This is an optimization exercise on Yosys and OpenROAD, whose aim is small area, not a production implementation. Only simulation tests tie the RTL to the original design; equivalence was not proved. Power is estimated from default activity; no workload was simulated. The clock port is modelled as an ideal driver; clocking choices that lean on that would not hold on a real chip.

== main ==
==> flow/design.v <==
module conv_interleaver_commutator #(
  parameter int unsigned WIDTH    = 8,
  parameter int unsigned BRANCHES = 12,
  parameter int unsigned DEPTH_M  = 8
) (
  input  logic             clk,
  input  logic             reset,
  input  logic             in_valid,
  input  logic [WIDTH-1:0] in_data,
  input  logic             in_sync,
  output logic             in_ready,
  input  logic             out_ready,
  output logic             out_valid,
  output logic [WIDTH-1:0] out_data,
  output logic             out_sync,
  output logic [3:0]       out_branch,
  output logic             sync_err
);
  logic             r_out_valid;
  logic [WIDTH-1:0] r_out_data;
  logic             r_out_sync;
  logic [3:0]       r_out_branch;
  logic             r_sync_err;
  logic             w_accept;
  logic [3:0]       w_cnt;
  logic             w_misalign;
  logic [3:0]       w_branch;
  logic [BRANCHES-1:0][WIDTH-1:0] w_rd_data;
  logic [BRANCHES-1:0]            w_full;
  logic [BRANCHES-1:0]            w_pick;
  logic [WIDTH-1:0]               w_out_data;
  assign in_ready   = out_ready | ~r_out_valid;
  assign w_accept   = in_valid & in_ready;
  assign w_cnt      = (r_out_branch == 4'(BRANCHES - 1)) ? '0 : r_out_branch + 4'd1;
  assign w_misalign = in_sync & (w_cnt != '0);
  assign w_branch   = w_misalign ? '0 : w_cnt;
  assign w_rd_data[0] = in_data;
  assign w_full[0]    = 1'b1;
  assign w_pick[0]    = (w_branch == '0);
  for (genvar b = 1; b < BRANCHES; b++) begin : g_branch
    localparam int unsigned DEP = b * DEPTH_M;
    localparam int unsigned W   = $clog2(DEP + 1);
    localparam bit          POW = (DEP == (1 << (W - 1)));
    localparam logic [W-1:0] FILL0 = POW ? '0 : W'((1 << W) - DEP);
    logic [DEP*WIDTH-1:0] r_sr;
    logic [W-1:0]         r_fill;
    logic                 w_sel;
    assign w_sel        = w_accept && (w_branch == 4'(b));
    assign w_pick[b]    = (w_branch == 4'(b));
    assign w_full[b]    = POW ? r_fill[W-1] : (r_fill == '0);
    assign w_rd_data[b] = r_sr[DEP*WIDTH-1 -: WIDTH];
    always_ff @(posedge clk) begin
      if (w_sel) r_sr <= {r_sr[(DEP-1)*WIDTH-1:0], in_data};
    end
    logic [W-1:0] w_fill_next;
    always_comb begin
      logic t;
      t = w_sel & ~w_full[b];
      for (int i = 0; i < W; i++) begin
        w_fill_next[i] = r_fill[i] ^ t;
        t = t & r_fill[i];
      end
    end
    always_ff @(posedge clk or negedge reset) begin
      if (!reset)                   r_fill <= FILL0;
      else                          r_fill <= w_fill_next;
    end
  end
  always_comb begin
    w_out_data = '0;
    for (int unsigned i = 0; i < BRANCHES; i++)
      w_out_data |= w_rd_data[i] & {WIDTH{w_pick[i] & w_full[i]}};
  end
  always_ff @(posedge clk or negedge reset) begin
    if (!reset) begin
      r_out_valid  <= 1'b0;
      r_out_branch <= 4'(BRANCHES - 1);
      r_sync_err   <= 1'b0;
    end else if (w_accept) begin
      r_out_valid  <= 1'b1;
      r_out_branch <= w_branch;
      r_sync_err   <= w_misalign;
    end else if (out_ready) begin
      r_out_valid  <= 1'b0;
      r_sync_err   <= 1'b0;
    end
  end
  always_ff @(posedge clk) begin
    if (w_accept) begin
      r_out_data   <= w_out_data;
      r_out_sync   <= in_sync;
    end
  end
  assign out_valid  = r_out_valid;
  assign out_data   = r_out_data;
  assign out_sync   = r_out_sync;
  assign out_branch = r_out_branch;
  assign sync_err   = r_sync_err;
endmodule
Settings: LEC_CHECK=0, CAP_MARGIN=20, CORE_MARGIN=2, CORE_UTILIZATION=70, SLEW_MARGIN=20; clock period 8.0 ns.
standard.sh (not shown) runs the stock make flow with config.mk's settings and CLKGATE_MAP_FILE= SYNTH_SCRIPT=/design/flow/synth_recipe.tcl, a recipe that flattens the netlist after the stock synthesis.
==> flow/flow/run.sh <==
#!/bin/bash
# The standard layout, with two changes: clock tree synthesis clusters up to 30 sinks within
# 80 um per leaf buffer, builds the upper tree from clkbuf_4 cells and inserts no dummy loads;
# and the port buffers are buf_1 cells.
set -euo pipefail
export CTS_ARGS="-sink_clustering_enable -repair_clock_nets -sink_clustering_size 30 -sink_clustering_max_diameter 80 -tree_buf sky130_fd_sc_hd__clkbuf_4 -dont_use_dummy_load"
export BUFFER_PORTS_ARGS="-buffer_cell sky130_fd_sc_hd__buf_1"
bash standard.sh > standard.log 2>&1
Edits applied to the flow inputs when going from main to the feature branch:
-- flow/design.v --
<<< main, line 28
  logic [BRANCHES-1:0][WIDTH-1:0] w_rd_data;
  logic [BRANCHES-1:0]            w_full;
  logic [BRANCHES-1:0]            w_pick;
  logic [WIDTH-1:0]               w_out_data;
  assign in_ready   = out_ready | ~r_out_valid;
  assign w_accept   = in_valid & in_ready;
>>> the feature branch, line 28
  logic [BRANCHES-1:0][WIDTH-1:0] w_rd_data;
  logic [BRANCHES-1:0]            w_full;
  assign in_ready   = out_ready | ~r_out_valid;
  assign w_accept   = in_valid & in_ready;
<<< main, line 37
  assign w_rd_data[0] = in_data;
  assign w_full[0]    = 1'b1;
  assign w_pick[0]    = (w_branch == '0);
  for (genvar b = 1; b < BRANCHES; b++) begin : g_branch
    localparam int unsigned DEP = b * DEPTH_M;
>>> the feature branch, line 35
  assign w_rd_data[0] = in_data;
  assign w_full[0]    = 1'b1;
  for (genvar b = 1; b < BRANCHES; b++) begin : g_branch
    localparam int unsigned DEP = b * DEPTH_M;
<<< main, line 47
    logic                 w_sel;
    assign w_sel        = w_accept && (w_branch == 4'(b));
    assign w_pick[b]    = (w_branch == 4'(b));
    assign w_full[b]    = POW ? r_fill[W-1] : (r_fill == '0);
    assign w_rd_data[b] = r_sr[DEP*WIDTH-1 -: WIDTH];
>>> the feature branch, line 44
    logic                 w_sel;
    assign w_sel        = w_accept && (w_branch == 4'(b));
    assign w_full[b]    = POW ? r_fill[W-1] : (r_fill == '0);
    assign w_rd_data[b] = r_sr[DEP*WIDTH-1 -: WIDTH];
<<< main, line 67
    end
  end
  always_comb begin
    w_out_data = '0;
    for (int unsigned i = 0; i < BRANCHES; i++)
      w_out_data |= w_rd_data[i] & {WIDTH{w_pick[i] & w_full[i]}};
  end
  always_ff @(posedge clk or negedge reset) begin
    if (!reset) begin
>>> the feature branch, line 63
    end
  end
  always_ff @(posedge clk or negedge reset) begin
    if (!reset) begin
<<< main, line 88
  always_ff @(posedge clk) begin
    if (w_accept) begin
      r_out_data   <= w_out_data;
      r_out_sync   <= in_sync;
    end
>>> the feature branch, line 79
  always_ff @(posedge clk) begin
    if (w_accept) begin
      r_out_data   <= w_rd_data[w_branch] & {WIDTH{w_full[w_branch]}};
      r_out_sync   <= in_sync;
    end
==> summary.txt <==
- On smallest hold slack, main beats the feature branch.
- Overall routed net length: main vs the feature branch, no meaningful difference
- Design area: main vs the feature branch, no meaningful difference
- Number of signal-net inverters in the final layout on the feature branch is up relative to main.
- Compared with main, in the feature branch clock-buffer cell count went up by 1, minimum clock period after layout went up by 0.11 ns, combined global-route utilization of all metal layers was more or less identical, die area was more or less identical, power went up by 0.94%.

-- re-timing with driven ports --
In the flow no input, the clock included, has a driving cell. The finished layouts below were timed again as built, in two steps. Step 1, drivers: a clkbuf_16 drives clk and a buf_2 each remaining input, both assumed. Step 2, shift: input delay + t, output delay - t, t = (earliest + latest rising clock arrival at the registers) / 2. This alone moves slack from input paths to output paths. Slacks: ideal ports / drivers / drivers and shift; pairs: ideal ports / drivers.
run	shift t [ns]	slack for setup (ns)	worst setup path at the end	clock arrival spread, ns
main	1.006	3.123 / 3.123 / 2.884	input to register	0.103 / 0.103
the feature branch	1.030	3.015 / 3.015 / 2.399	input to register	0.121 / 0.122
After both steps every run listed still meets setup and hold. For the feature branch, which loses most, drivers alone change the setup slack by 0.000 ns; drivers and shift together by -0.616 ns.
